Background: an optimization exercise with open tools, aiming at small area and a short achievable clock period. Do not read the settings as production practice.
Where RTL was checked, it was by simulation tests only, not by an equivalence proof against the original.
Power figures rest on the tool's default switching activity, not on a simulated workload.

==> flow/design.v <==
module dda_move_engine #(
  parameter int          NUM_AXES     = 2,
  parameter int          BUFFER_DEPTH = 4,
  parameter int          DUR_WIDTH    = 64,
  parameter int          ACC_WIDTH    = 64,
  parameter int          DIV_WIDTH    = 24,
  parameter logic [63:0] THRESHOLD    = 64'h7fffffffffffff9b,
  parameter int          STEP_HOLD    = 8
) (
  input  logic                            clk,
  input  logic                            resetn,
  input  logic [DIV_WIDTH-1:0]            clock_divisor,
  input  logic                            wr_valid,
  output logic                            wr_ready,
  input  logic [DUR_WIDTH-1:0]            wr_duration,
  input  logic [NUM_AXES-1:0]             wr_dir,
  input  logic [NUM_AXES*ACC_WIDTH-1:0]   wr_increment,
  input  logic [NUM_AXES*ACC_WIDTH-1:0]   wr_incinc,
  input  logic                            abort,
  output logic [NUM_AXES-1:0]             step,
  output logic [NUM_AXES-1:0]             dir,
  output logic                            busy,
  output logic                            move_done,
  output logic [$clog2(BUFFER_DEPTH):0]   buffer_count
);
  localparam int PTR_W  = $clog2(BUFFER_DEPTH);
  localparam int CNT_W  = PTR_W + 1;
  localparam int HOLD_W = $clog2(STEP_HOLD + 1);
  localparam logic [ACC_WIDTH-1:0] THR  = THRESHOLD[ACC_WIDTH-1:0];
  localparam logic [ACC_WIDTH-1:0] NTHR = -THR;
  logic                          s_load, s_run, tick;
  logic [DUR_WIDTH-1:0]          mem_dur    [BUFFER_DEPTH];
  logic [NUM_AXES-1:0]           mem_dir    [BUFFER_DEPTH];
  logic [NUM_AXES*ACC_WIDTH-1:0] mem_inc    [BUFFER_DEPTH];
  logic [NUM_AXES*ACC_WIDTH-1:0] mem_incinc [BUFFER_DEPTH];
  logic [PTR_W-1:0]              rd_ptr, wr_ptr;
  logic [DUR_WIDTH-1:0]          tickdown;
  logic [NUM_AXES-1:0]           cur_dir;
  logic [NUM_AXES*ACC_WIDTH-1:0] cur_incinc;
  logic [ACC_WIDTH-1:0]          u       [NUM_AXES];
  logic [DIV_WIDTH-1:0]          div_r, rem;
  logic [ACC_WIDTH-1:0]          acc     [NUM_AXES];
  logic [NUM_AXES-1:0]           owe;
  logic                          acc_ok;
  logic [ACC_WIDTH-1:0]          acc_owe [NUM_AXES];
  logic [ACC_WIDTH-1:0]          csa_x   [NUM_AXES];
  logic [ACC_WIDTH-1:0]          csa_y   [NUM_AXES];
  logic [ACC_WIDTH-1:0]          acc_sum [NUM_AXES];
  logic [ACC_WIDTH-1:0]          pg_g, pg_p;
  logic [NUM_AXES-1:0]           sum_zero;
  logic [HOLD_W-1:0]             hcnt    [NUM_AXES];
  logic [NUM_AXES-1:0]           pend, fire;
  logic                          push, pop, last, dur_zero;
  logic [BUFFER_DEPTH-1:0]       rd_oh;
  logic [DUR_WIDTH-1:0]          rd_dur;
  logic [NUM_AXES-1:0]           rd_dir;
  logic [NUM_AXES*ACC_WIDTH-1:0] rd_inc, rd_incinc;
  logic [BUFFER_DEPTH-1:0]       rd_sel;
  logic [DUR_WIDTH-1:0]          td_dec;
  logic [DIV_WIDTH-1:0]          rem_dec;
  logic [ACC_WIDTH-1:0]          u_sum   [NUM_AXES];
  logic [ACC_WIDTH-1:0]          ug, up;
  always_comb begin
    rd_sel = rd_oh & {BUFFER_DEPTH{pop}};
    rd_dur = '0; rd_dir = '0; rd_inc = '0; rd_incinc = '0;
    for (int i = 0; i < BUFFER_DEPTH; i++) begin
      rd_dur    = rd_dur    | (mem_dur[i]    & {DUR_WIDTH{rd_sel[i]}});
      rd_dir    = rd_dir    | (mem_dir[i]    & {NUM_AXES{rd_sel[i]}});
      rd_inc    = rd_inc    | (mem_inc[i]    & {(NUM_AXES*ACC_WIDTH){rd_sel[i]}});
      rd_incinc = rd_incinc | (mem_incinc[i] & {(NUM_AXES*ACC_WIDTH){rd_sel[i]}});
    end
  end
  logic [DUR_WIDTH-1:0]          td_z;
  logic [DIV_WIDTH-1:0]          rem_z;
  always_comb begin
    td_z = ~tickdown;
    for (int l = 0; (1 << l) < DUR_WIDTH; l++)
      for (int i = 0; i < DUR_WIDTH; i++)
        if ((i >> l) & 1) td_z[i] = td_z[i] & td_z[((i >> l) << l) - 1];
    td_dec = tickdown ^ {td_z[DUR_WIDTH-2:0], 1'b1};
    rem_z = ~rem;
    for (int l = 0; (1 << l) < DIV_WIDTH; l++)
      for (int i = 0; i < DIV_WIDTH; i++)
        if ((i >> l) & 1) rem_z[i] = rem_z[i] & rem_z[((i >> l) << l) - 1];
    rem_dec = rem ^ {rem_z[DIV_WIDTH-2:0], 1'b1};
    for (int a = 0; a < NUM_AXES; a++) begin
      ug = u[a] & cur_incinc[a*ACC_WIDTH +: ACC_WIDTH];
      up = u[a] ^ cur_incinc[a*ACC_WIDTH +: ACC_WIDTH];
      for (int l = 0; (1 << l) < ACC_WIDTH; l++)
        for (int i = 0; i < ACC_WIDTH; i++)
          if ((i >> l) & 1) begin
            ug[i] = ug[i] | (up[i] & ug[((i >> l) << l) - 1]);
            up[i] = up[i] & up[((i >> l) << l) - 1];
          end
      u_sum[a] = (u[a] ^ cur_incinc[a*ACC_WIDTH +: ACC_WIDTH]) ^ {ug[ACC_WIDTH-2:0], 1'b0};
    end
  end
  logic [DIV_WIDTH-1:0]          cd;
  logic                          cd_one;
  assign wr_ready = !buffer_count[CNT_W-1] && !abort;
  assign push     = wr_valid && wr_ready;
  assign pop      = !s_load && !s_run && (buffer_count != '0);
  assign busy     = s_load || s_run;
  assign last     = (tickdown == DUR_WIDTH'(1));
  assign dur_zero = (tickdown == '0);
  assign cd_one   = (clock_divisor[DIV_WIDTH-1:1] == '0);
  assign cd       = {clock_divisor[DIV_WIDTH-1:1], clock_divisor[0] | cd_one};
  always_comb begin
    for (int a = 0; a < NUM_AXES; a++) begin
      acc_owe[a] = NTHR & {ACC_WIDTH{owe[a]}};
      csa_x[a]   = acc[a] ^ u[a] ^ acc_owe[a];
      csa_y[a]   = {(acc[a][ACC_WIDTH-2:0] & u[a][ACC_WIDTH-2:0]) |
                    (acc[a][ACC_WIDTH-2:0] & acc_owe[a][ACC_WIDTH-2:0]) |
                    (u[a][ACC_WIDTH-2:0] & acc_owe[a][ACC_WIDTH-2:0]), 1'b0};
      pg_g = csa_x[a] & csa_y[a];
      pg_p = csa_x[a] ^ csa_y[a];
      for (int l = 0; (1 << l) < ACC_WIDTH; l++) begin
        for (int i = 0; i < ACC_WIDTH; i++) begin
          if ((i >> l) & 1) begin
            pg_g[i] = pg_g[i] | (pg_p[i] & pg_g[((i >> l) << l) - 1]);
            pg_p[i] = pg_p[i] & pg_p[((i >> l) << l) - 1];
          end
        end
      end
      acc_sum[a] = (csa_x[a] ^ csa_y[a]) ^ {pg_g[ACC_WIDTH-2:0], 1'b0};
      sum_zero[a] = ((csa_x[a] ^ csa_y[a]) == {(csa_x[a][ACC_WIDTH-2:0] | csa_y[a][ACC_WIDTH-2:0]), 1'b0});
      fire[a]    = tick && !acc_sum[a][ACC_WIDTH-1] && !sum_zero[a];
    end
  end
  always_ff @(posedge clk) begin
    if (push) begin
      mem_dur[wr_ptr]    <= wr_duration;
      mem_dir[wr_ptr]    <= wr_dir;
      mem_inc[wr_ptr]    <= wr_increment;
      mem_incinc[wr_ptr] <= wr_incinc;
    end
  end
  always_ff @(posedge clk) begin
    if (pop) begin
      cur_dir    <= rd_dir;
      cur_incinc <= rd_incinc;
    end
    if (pop || tick) begin
      tickdown <= rd_dur | (td_dec & {DUR_WIDTH{tick}});
      for (int a = 0; a < NUM_AXES; a++)
        u[a] <= rd_inc[a*ACC_WIDTH +: ACC_WIDTH] | (u_sum[a] & {ACC_WIDTH{tick}});
    end
    if (tick) begin
      for (int a = 0; a < NUM_AXES; a++)
        acc[a] <= acc_sum[a];
      owe <= fire;
    end
    if (s_load && !acc_ok) begin
      for (int a = 0; a < NUM_AXES; a++)
        acc[a] <= '0;
      owe <= '0;
    end
    if (s_load) begin
      div_r <= cd;
      rem   <= cd;
    end else if (tick) begin
      rem   <= div_r;
    end else begin
      rem   <= rem_dec;
    end
  end
  always_ff @(posedge clk or negedge resetn) begin
    if (!resetn) begin
      s_load       <= 1'b0;
      s_run        <= 1'b0;
      tick         <= 1'b0;
      rd_ptr       <= '0;
      rd_oh        <= BUFFER_DEPTH'(1);
      wr_ptr       <= '0;
      buffer_count <= '0;
      move_done    <= 1'b0;
      dir          <= '0;
      step         <= '0;
      pend         <= '0;
      acc_ok       <= 1'b0;
      for (int a = 0; a < NUM_AXES; a++) begin
        hcnt[a] <= '0;
      end
    end else if (abort) begin
      s_load       <= 1'b0;
      s_run        <= 1'b0;
      tick         <= 1'b0;
      rd_ptr       <= '0;
      rd_oh        <= BUFFER_DEPTH'(1);
      wr_ptr       <= '0;
      buffer_count <= '0;
      move_done    <= 1'b0;
      step         <= '0;
      pend         <= '0;
      acc_ok       <= 1'b0;
      for (int a = 0; a < NUM_AXES; a++) begin
        hcnt[a] <= '0;
      end
    end else begin
      move_done <= 1'b0;
      if (push) wr_ptr <= wr_ptr + 1'b1;
      if (pop)  rd_ptr <= rd_ptr + 1'b1;
      if (pop)  rd_oh  <= {rd_oh[BUFFER_DEPTH-2:0], rd_oh[BUFFER_DEPTH-1]};
      if (push && !pop)      buffer_count <= buffer_count + 1'b1;
      else if (pop && !push) buffer_count <= buffer_count - 1'b1;
      for (int a = 0; a < NUM_AXES; a++) begin
        if (fire[a]) begin
          if (step[a] || pend[a]) begin
            step[a] <= 1'b0;
            pend[a] <= 1'b1;
          end else begin
            step[a] <= 1'b1;
            hcnt[a] <= HOLD_W'(STEP_HOLD);
          end
        end else if (pend[a]) begin
          pend[a] <= 1'b0;
          step[a] <= 1'b1;
          hcnt[a] <= HOLD_W'(STEP_HOLD);
        end else if (step[a]) begin
          if (hcnt[a] == HOLD_W'(1)) step[a] <= 1'b0;
          hcnt[a] <= hcnt[a] - 1'b1;
        end
      end
      if (pop) s_load <= 1'b1;
      if (s_load) begin
        s_load <= 1'b0;
        acc_ok <= 1'b1;
        dir    <= cur_dir;
        if (dur_zero) begin
          move_done <= 1'b1;
        end else begin
          s_run <= 1'b1;
          tick  <= cd_one;
        end
      end
      if (s_run) begin
        if (tick) begin
          if (last) begin
            move_done <= 1'b1;
            s_run     <= 1'b0;
            tick      <= 1'b0;
          end else begin
            tick      <= (div_r == DIV_WIDTH'(1));
          end
        end else begin
          tick <= (rem == DIV_WIDTH'(2));
        end
      end
    end
  end
endmodule
clock: 10.0 ns
lec_check: 0
cap_margin: 20
core_margin: 2
core_utilization: 40
slew_margin: 20
standard.sh (not shown) runs the stock make flow with config.mk's settings and CLKGATE_MAP_FILE= SYNTH_SCRIPT=/design/flow/synth_recipe.tcl, a recipe that flattens the netlist after the stock synthesis.
==> flow/flow/run.sh <==
#!/bin/bash
# Standard layout (the standard.sh) with a tighter setup-repair target,
# smaller port buffers and a clock tree without dummy loads.
export SETUP_SLACK_MARGIN=5.6
export BUFFER_PORTS_ARGS="-buffer_cell sky130_fd_sc_hd__buf_1"
export CTS_ARGS="-sink_clustering_enable -repair_clock_nets -dont_use_dummy_load -sink_clustering_size 24 -sink_clustering_max_diameter 100"
bash standard.sh > standard.log 2>&1
Then changed:
--- a/flow/design.v
+++ b/flow/design.v
@@ -49,9 +49,9 @@
   logic [ACC_WIDTH-1:0]          pg_g, pg_p;
   logic [NUM_AXES-1:0]           sum_zero;
   logic [HOLD_W-1:0]             hcnt    [NUM_AXES];
   logic [NUM_AXES-1:0]           pend, fire;
-  logic                          push, pop, last, dur_zero;
+  logic                          push, pop, last, dur_zero, td_hi0;
   logic [BUFFER_DEPTH-1:0]       rd_oh;
   logic [DUR_WIDTH-1:0]          rd_dur;
   logic [NUM_AXES-1:0]           rd_dir;
   logic [NUM_AXES*ACC_WIDTH-1:0] rd_inc, rd_incinc;
@@ -100,10 +100,11 @@
   assign wr_ready = !buffer_count[CNT_W-1] && !abort;
   assign push     = wr_valid && wr_ready;
   assign pop      = !s_load && !s_run && (buffer_count != '0);
   assign busy     = s_load || s_run;
-  assign last     = (tickdown == DUR_WIDTH'(1));
-  assign dur_zero = (tickdown == '0);
+  assign td_hi0   = (tickdown[DUR_WIDTH-1:1] == '0);
+  assign last     = td_hi0 && tickdown[0];
+  assign dur_zero = td_hi0 && !tickdown[0];
   assign cd_one   = (clock_divisor[DIV_WIDTH-1:1] == '0);
   assign cd       = {clock_divisor[DIV_WIDTH-1:1], clock_divisor[0] | cd_one};
   always_comb begin
     for (int a = 0; a < NUM_AXES; a++) begin
=>
- synthesized cell count came out lower by about 1.7%
- combinational power came out lower by about 4%
- synthesized area came out lower by about 0.8%
- utilization came out lower by 0.14 points
- via count came out lower by about 2.4%
- clock skew came out higher by 0.018 ns
- design area came out lower by about 0.6%
- maximum frequency came out lower by about 1.2%
- setup slack loses 0.052 ns
- total power came out lower by about 2%
- final cell count came out lower by about 1%
- sequential share of layout area came out higher by 0.39 points
For the second run of this note, only the layout was checked, not whether the RTL still works.


## oak
RTL: the design.v shown in full above, as it stands there.
Settings: LEC_CHECK=0, CAP_MARGIN=20, CORE_MARGIN=2, CORE_UTILIZATION=40, SLEW_MARGIN=20; clock period 10.0 ns.
==> flow/flow/run.sh <==
#!/bin/bash
# Standard layout (the standard.sh) with a tighter setup-repair target,
# smaller port buffers and a clock tree without dummy loads.
export SETUP_SLACK_MARGIN=6.0
export BUFFER_PORTS_ARGS="-buffer_cell sky130_fd_sc_hd__buf_1"
export CTS_ARGS="-sink_clustering_enable -repair_clock_nets -dont_use_dummy_load -sink_clustering_size 24 -sink_clustering_max_diameter 100"
bash standard.sh > standard.log 2>&1
oak finished every stage and its layout cleared the timing, DRC and antenna checks.
For pine, these inputs were changed with respect to oak:
--- a/flow/design.v
+++ b/flow/design.v
@@ -48,11 +48,11 @@
   logic [ACC_WIDTH-1:0]          acc_sum [NUM_AXES];
   logic [ACC_WIDTH-1:0]          pg_g, pg_p;
   logic [NUM_AXES-1:0]           sum_zero;
   logic [HOLD_W-1:0]             hcnt    [NUM_AXES];
   logic [NUM_AXES-1:0]           pend, fire;
-  logic                          push, pop, last, dur_zero;
+  logic                          push, pop, last, dur_zero, td_hi0;
   logic [BUFFER_DEPTH-1:0]       rd_oh;
   logic [DUR_WIDTH-1:0]          rd_dur;
   logic [NUM_AXES-1:0]           rd_dir;
   logic [NUM_AXES*ACC_WIDTH-1:0] rd_inc, rd_incinc;
   logic [BUFFER_DEPTH-1:0]       rd_sel;
@@ -99,12 +99,13 @@
   logic                          cd_one;
   assign wr_ready = !buffer_count[CNT_W-1] && !abort;
   assign push     = wr_valid && wr_ready;
   assign pop      = !s_load && !s_run && (buffer_count != '0);
   assign busy     = s_load || s_run;
-  assign last     = (tickdown == DUR_WIDTH'(1));
-  assign dur_zero = (tickdown == '0);
+  assign td_hi0   = (tickdown[DUR_WIDTH-1:1] == '0);
+  assign last     = td_hi0 && tickdown[0];
+  assign dur_zero = td_hi0 && !tickdown[0];
   assign cd_one   = (clock_divisor[DIV_WIDTH-1:1] == '0);
   assign cd       = {clock_divisor[DIV_WIDTH-1:1], clock_divisor[0] | cd_one};
   always_comb begin
     for (int a = 0; a < NUM_AXES; a++) begin
       acc_owe[a] = NTHR & {ACC_WIDTH{owe[a]}};
## What came out
pine vs oak — post-route total power climbed slightly
Count of routing violations after the opening detailed-route iteration on pine is down relative to oak.
Routed wire length on met3, pine and oak: larger value in oak
Higher cell area power density goes to pine over oak.
Gate count of the mapped netlist ends up lower on pine.
pine falls short of oak in worst setup slack.
Changes observed in pine relative to oak: met1 wire length increased by about 0.6% relative to the old numbers, count of non-filler cells in the finished layout decreased by about 0.38% relative to the old numbers, buffer and inverter count on the worst path increased by 1 relative to the old numbers.
Of pine and oak, pine shows the lower total wire length, with oak above it.
The met1 layer usage reported by global route number comes out higher for pine vs oak.
| maximum frequency | pine vs oak | worse |
Function not checked in pine: the RTL went through the layout flow alone.


dda_move_engine, a different RTL version from the one above (not shown whole).
Size in the first run: ~360 I/O pins.
==> module dda_move_engine, before the edit <==
module dda_move_engine #(
  parameter int          NUM_AXES     = 2,
  parameter int          BUFFER_DEPTH = 4,
  parameter int          DUR_WIDTH    = 64,
  parameter int          ACC_WIDTH    = 64,
  parameter int          DIV_WIDTH    = 24,
  parameter logic [63:0] THRESHOLD    = 64'h7fffffffffffff9b,
  parameter int          STEP_HOLD    = 8
) (
  input  logic                            clk,
  input  logic                            resetn,
  input  logic [DIV_WIDTH-1:0]            clock_divisor,
  input  logic                            wr_valid,
  output logic                            wr_ready,
  input  logic [DUR_WIDTH-1:0]            wr_duration,
  input  logic [NUM_AXES-1:0]             wr_dir,
  input  logic [NUM_AXES*ACC_WIDTH-1:0]   wr_increment,
  input  logic [NUM_AXES*ACC_WIDTH-1:0]   wr_incinc,
  input  logic                            abort,
  output logic [NUM_AXES-1:0]             step,
  output logic [NUM_AXES-1:0]             dir,
  output logic                            busy,
  output logic                            move_done,
  output logic [$clog2(BUFFER_DEPTH):0]   buffer_count
);
  localparam int PTR_W  = $clog2(BUFFER_DEPTH);
  localparam int CNT_W  = PTR_W + 1;
  localparam int HOLD_W = $clog2(STEP_HOLD + 1);
  localparam logic [ACC_WIDTH-1:0] THR  = THRESHOLD[ACC_WIDTH-1:0];
  localparam logic [ACC_WIDTH-1:0] NTHR = -THR;
  logic                          s_load, s_run, tick;
  logic [DUR_WIDTH-1:0]          mem_dur    [BUFFER_DEPTH];
  logic [NUM_AXES-1:0]           mem_dir    [BUFFER_DEPTH];
  logic [NUM_AXES*ACC_WIDTH-1:0] mem_inc    [BUFFER_DEPTH];
  logic [NUM_AXES*ACC_WIDTH-1:0] mem_incinc [BUFFER_DEPTH];
  logic [PTR_W-1:0]              rd_ptr, wr_ptr;
  logic [DUR_WIDTH-1:0]          tickdown;
  logic [NUM_AXES-1:0]           cur_dir;
  logic [NUM_AXES*ACC_WIDTH-1:0] cur_incinc;
  logic [ACC_WIDTH-1:0]          u       [NUM_AXES];
  logic [DIV_WIDTH-1:0]          divm1, rem;
  logic [ACC_WIDTH-1:0]          acc     [NUM_AXES];
  logic [ACC_WIDTH-1:0]          acc_sum [NUM_AXES];
  logic [HOLD_W-1:0]             hcnt    [NUM_AXES];
  logic [NUM_AXES-1:0]           pend, fire;
  logic                          push, pop, last, dur_zero;
  logic [DIV_WIDTH-1:0]          cd_m1;
  assign wr_ready = !buffer_count[CNT_W-1] && !abort;
  assign push     = wr_valid && wr_ready;
  assign pop      = !s_load && !s_run && (buffer_count != '0);
  assign busy     = s_load || s_run;
  assign last     = (tickdown == DUR_WIDTH'(1));
  assign dur_zero = (tickdown == '0);
  assign cd_m1    = (clock_divisor == '0) ? '0 : clock_divisor - DIV_WIDTH'(1);
  always_comb begin
    for (int a = 0; a < NUM_AXES; a++) begin
      acc_sum[a] = acc[a] + u[a];
      fire[a]    = tick && !acc_sum[a][ACC_WIDTH-1] && (acc_sum[a] != '0);
    end
  end
  always_ff @(posedge clk) begin
    if (push) begin
      mem_dur[wr_ptr]    <= wr_duration;
      mem_dir[wr_ptr]    <= wr_dir;
      mem_inc[wr_ptr]    <= wr_increment;
      mem_incinc[wr_ptr] <= wr_incinc;
    end
  end
  always_ff @(posedge clk) begin
    if (pop) begin
      tickdown   <= mem_dur[rd_ptr];
      cur_dir    <= mem_dir[rd_ptr];
      cur_incinc <= mem_incinc[rd_ptr];
      for (int a = 0; a < NUM_AXES; a++) u[a] <= mem_inc[rd_ptr][a*ACC_WIDTH +: ACC_WIDTH];
    end else if (tick) begin
      tickdown <= tickdown - 1'b1;
      for (int a = 0; a < NUM_AXES; a++) u[a] <= u[a] + cur_incinc[a*ACC_WIDTH +: ACC_WIDTH];
    end
    if (s_load) begin
      divm1 <= cd_m1;
      rem   <= cd_m1;
    end else if (tick) begin
      rem   <= divm1;
    end else begin
      rem   <= rem - 1'b1;
    end
  end
  always_ff @(posedge clk or negedge resetn) begin
    if (!resetn) begin
      s_load       <= 1'b0;
      s_run        <= 1'b0;
      tick         <= 1'b0;
      rd_ptr       <= '0;
      wr_ptr       <= '0;
      buffer_count <= '0;
      move_done    <= 1'b0;
      dir          <= '0;
      step         <= '0;
      pend         <= '0;
      for (int a = 0; a < NUM_AXES; a++) begin
        acc[a]  <= '0;
        hcnt[a] <= '0;
      end
    end else if (abort) begin
      s_load       <= 1'b0;
      s_run        <= 1'b0;
      tick         <= 1'b0;
      rd_ptr       <= '0;
      wr_ptr       <= '0;
      buffer_count <= '0;
      move_done    <= 1'b0;
      step         <= '0;
      pend         <= '0;
      for (int a = 0; a < NUM_AXES; a++) begin
        acc[a]  <= '0;
        hcnt[a] <= '0;
      end
    end else begin
      move_done <= 1'b0;
      if (push) wr_ptr <= wr_ptr + 1'b1;
      if (pop)  rd_ptr <= rd_ptr + 1'b1;
      if (push && !pop)      buffer_count <= buffer_count + 1'b1;
      else if (pop && !push) buffer_count <= buffer_count - 1'b1;
      for (int a = 0; a < NUM_AXES; a++) begin
        if (fire[a]) begin
          if (step[a] || pend[a]) begin
            step[a] <= 1'b0;
            pend[a] <= 1'b1;
          end else begin
            step[a] <= 1'b1;
            hcnt[a] <= HOLD_W'(STEP_HOLD);
          end
        end else if (pend[a]) begin
          pend[a] <= 1'b0;
          step[a] <= 1'b1;
          hcnt[a] <= HOLD_W'(STEP_HOLD);
        end else if (step[a]) begin
          if (hcnt[a] == HOLD_W'(1)) step[a] <= 1'b0;
          hcnt[a] <= hcnt[a] - 1'b1;
        end
      end
      if (pop) s_load <= 1'b1;
      if (s_load) begin
        s_load <= 1'b0;
        dir    <= cur_dir;
        if (dur_zero) begin
          move_done <= 1'b1;
        end else begin
          s_run <= 1'b1;
          tick  <= (cd_m1 == '0);
        end
      end
      if (s_run) begin
        if (tick) begin
          for (int a = 0; a < NUM_AXES; a++)
            acc[a] <= fire[a] ? acc_sum[a] + NTHR : acc_sum[a];
          if (last) begin
            move_done <= 1'b1;
            s_run     <= 1'b0;
            tick      <= 1'b0;
          end else begin
            tick      <= (divm1 == '0);
          end
        end else begin
          tick <= (rem == DIV_WIDTH'(1));
        end
      end
    end
  end
endmodule
Settings: LEC_CHECK=0, CAP_MARGIN=20, CORE_MARGIN=2, CORE_UTILIZATION=40, SETUP_SLACK_MARGIN=5, SLEW_MARGIN=20, TNS_END_PERCENT=100; clock period 10.0 ns.
run.sh (not shown) runs the stock make flow with config.mk's settings and CLKGATE_MAP_FILE= SYNTH_SCRIPT=/design/flow/synth_recipe.tcl, a recipe that flattens the netlist after the stock synthesis.
Stock flow here: none of the scripts above is used.
Edit:
--- a/flow/design.v
+++ b/flow/design.v
@@ -38,24 +38,35 @@
   logic [NUM_AXES-1:0]           cur_dir;
   logic [NUM_AXES*ACC_WIDTH-1:0] cur_incinc;
   logic [ACC_WIDTH-1:0]          u       [NUM_AXES];
-  logic [DIV_WIDTH-1:0]          divm1, rem;
+  logic [DIV_WIDTH-1:0]          div_r, rem;
   logic [ACC_WIDTH-1:0]          acc     [NUM_AXES];
   logic [ACC_WIDTH-1:0]          acc_sum [NUM_AXES];
+  logic [ACC_WIDTH-1:0]          acc_thr [NUM_AXES];
+  logic [ACC_WIDTH-1:0]          csa_x   [NUM_AXES];
+  logic [ACC_WIDTH-1:0]          csa_y   [NUM_AXES];
+  logic [NUM_AXES-1:0]           sum_zero;
   logic [HOLD_W-1:0]             hcnt    [NUM_AXES];
   logic [NUM_AXES-1:0]           pend, fire;
   logic                          push, pop, last, dur_zero;
-  logic [DIV_WIDTH-1:0]          cd_m1;
+  logic [DIV_WIDTH-1:0]          cd;
+  logic                          cd_one;
   assign wr_ready = !buffer_count[CNT_W-1] && !abort;
   assign push     = wr_valid && wr_ready;
   assign pop      = !s_load && !s_run && (buffer_count != '0);
   assign busy     = s_load || s_run;
   assign last     = (tickdown == DUR_WIDTH'(1));
   assign dur_zero = (tickdown == '0);
-  assign cd_m1    = (clock_divisor == '0) ? '0 : clock_divisor - DIV_WIDTH'(1);
+  assign cd_one   = (clock_divisor[DIV_WIDTH-1:1] == '0);
+  assign cd       = {clock_divisor[DIV_WIDTH-1:1], clock_divisor[0] | cd_one};
   always_comb begin
     for (int a = 0; a < NUM_AXES; a++) begin
-      acc_sum[a] = acc[a] + u[a];
-      fire[a]    = tick && !acc_sum[a][ACC_WIDTH-1] && (acc_sum[a] != '0);
+      acc_sum[a]  = acc[a] + u[a];
+      csa_x[a]    = acc[a] ^ u[a] ^ NTHR;
+      csa_y[a]    = {((acc[a][ACC_WIDTH-2:0] & u[a][ACC_WIDTH-2:0]) |
+                      (NTHR[ACC_WIDTH-2:0] & (acc[a][ACC_WIDTH-2:0] | u[a][ACC_WIDTH-2:0]))), 1'b0};
+      acc_thr[a]  = csa_x[a] + csa_y[a];
+      sum_zero[a] = ((acc[a] ^ u[a]) == {(acc[a][ACC_WIDTH-2:0] | u[a][ACC_WIDTH-2:0]), 1'b0});
+      fire[a]     = tick && !acc_sum[a][ACC_WIDTH-1] && !sum_zero[a];
     end
   end
   always_ff @(posedge clk) begin
@@ -77,10 +88,10 @@
       for (int a = 0; a < NUM_AXES; a++) u[a] <= u[a] + cur_incinc[a*ACC_WIDTH +: ACC_WIDTH];
     end
     if (s_load) begin
-      divm1 <= cd_m1;
-      rem   <= cd_m1;
+      div_r <= cd;
+      rem   <= cd;
     end else if (tick) begin
-      rem   <= divm1;
+      rem   <= div_r;
     end else begin
       rem   <= rem - 1'b1;
     end
@@ -147,22 +158,22 @@
           move_done <= 1'b1;
         end else begin
           s_run <= 1'b1;
-          tick  <= (cd_m1 == '0);
+          tick  <= cd_one;
         end
       end
       if (s_run) begin
         if (tick) begin
           for (int a = 0; a < NUM_AXES; a++)
-            acc[a] <= fire[a] ? acc_sum[a] + NTHR : acc_sum[a];
+            acc[a] <= fire[a] ? acc_thr[a] : acc_sum[a];
           if (last) begin
             move_done <= 1'b1;
             s_run     <= 1'b0;
             tick      <= 1'b0;
           end else begin
-            tick      <= (divm1 == '0);
+            tick      <= (div_r == DIV_WIDTH'(1));
           end
         end else begin
-          tick <= (rem == DIV_WIDTH'(1));
+          tick <= (rem == DIV_WIDTH'(2));
         end
       end
     end
=> Synthesized cell count went up by about a fifth; count of clock-buffer cells in the layout went up by 14; power went up by roughly a tenth; wire length went up by a quarter to a third; utilization went down by 0.94 points; final cell count went up by roughly a tenth; final area went up by a little under a tenth; register-to-register slack degrades by 0.06 ns; die area went up by roughly a tenth; global-route usage went up by 2.5 points; synthesized area went up by roughly a tenth; clock skew went down by 0.0033 ns; critical path depth went down by 2.
Function not checked in the second run of this note: the RTL went through the layout flow alone.

[separate check: timing with driven ports]
In the flow no input, the clock included, has a driving cell. The finished layouts below were timed again as built, in two steps.
Step 1 (the two cells are an assumption about what drives the block):
set clk [get_ports {clk}]
set_driving_cell -lib_cell sky130_fd_sc_hd__clkbuf_16 $clk
set_driving_cell -lib_cell sky130_fd_sc_hd__buf_2 [delete_from_list [all_inputs] $clk]
Step 2, shift: input delay + t, output delay - t, t = (earliest + latest rising clock arrival at the registers) / 2. This alone moves slack from input paths to output paths.
a / b / c = ideal / step 1 / step 2; a / b = the first two.
run | t (ns) | setup WS [ns] | hold WS [ns] | worst slew at a driven data input, ns | pins driven straight from the clock port
the first run of note 1 | 0.819 | 5.635 / 5.573 / 4.969 | 0.464 / 0.464 / 0.464 | 0.28 | 1
the second run of note 1 | 0.815 | 5.584 / 5.539 / 4.907 | 0.456 / 0.456 / 0.456 | 0.21 | 1
oak | 0.835 | 5.690 / 5.566 / 5.244 | 0.461 / 0.461 / 0.461 | 0.30 | 1
pine | 0.822 | 5.581 / 5.536 / 5.217 | 0.454 / 0.454 / 0.454 | 0.24 | 1
the first run of note 3 | 0.936 | 5.146 / 5.123 / 4.373 | 0.480 / 0.480 / 0.480 | 0.14 | 1
the second run of note 3 | 0.938 | 5.084 / 5.084 / 4.305 | 0.486 / 0.486 / 0.486 | 0.21 | 1
After both steps setup and hold are still met in every run listed. The setup slack of the second run of note 3, which loses most, moves by 0.000 ns with the drivers and by -0.779 ns with both steps.
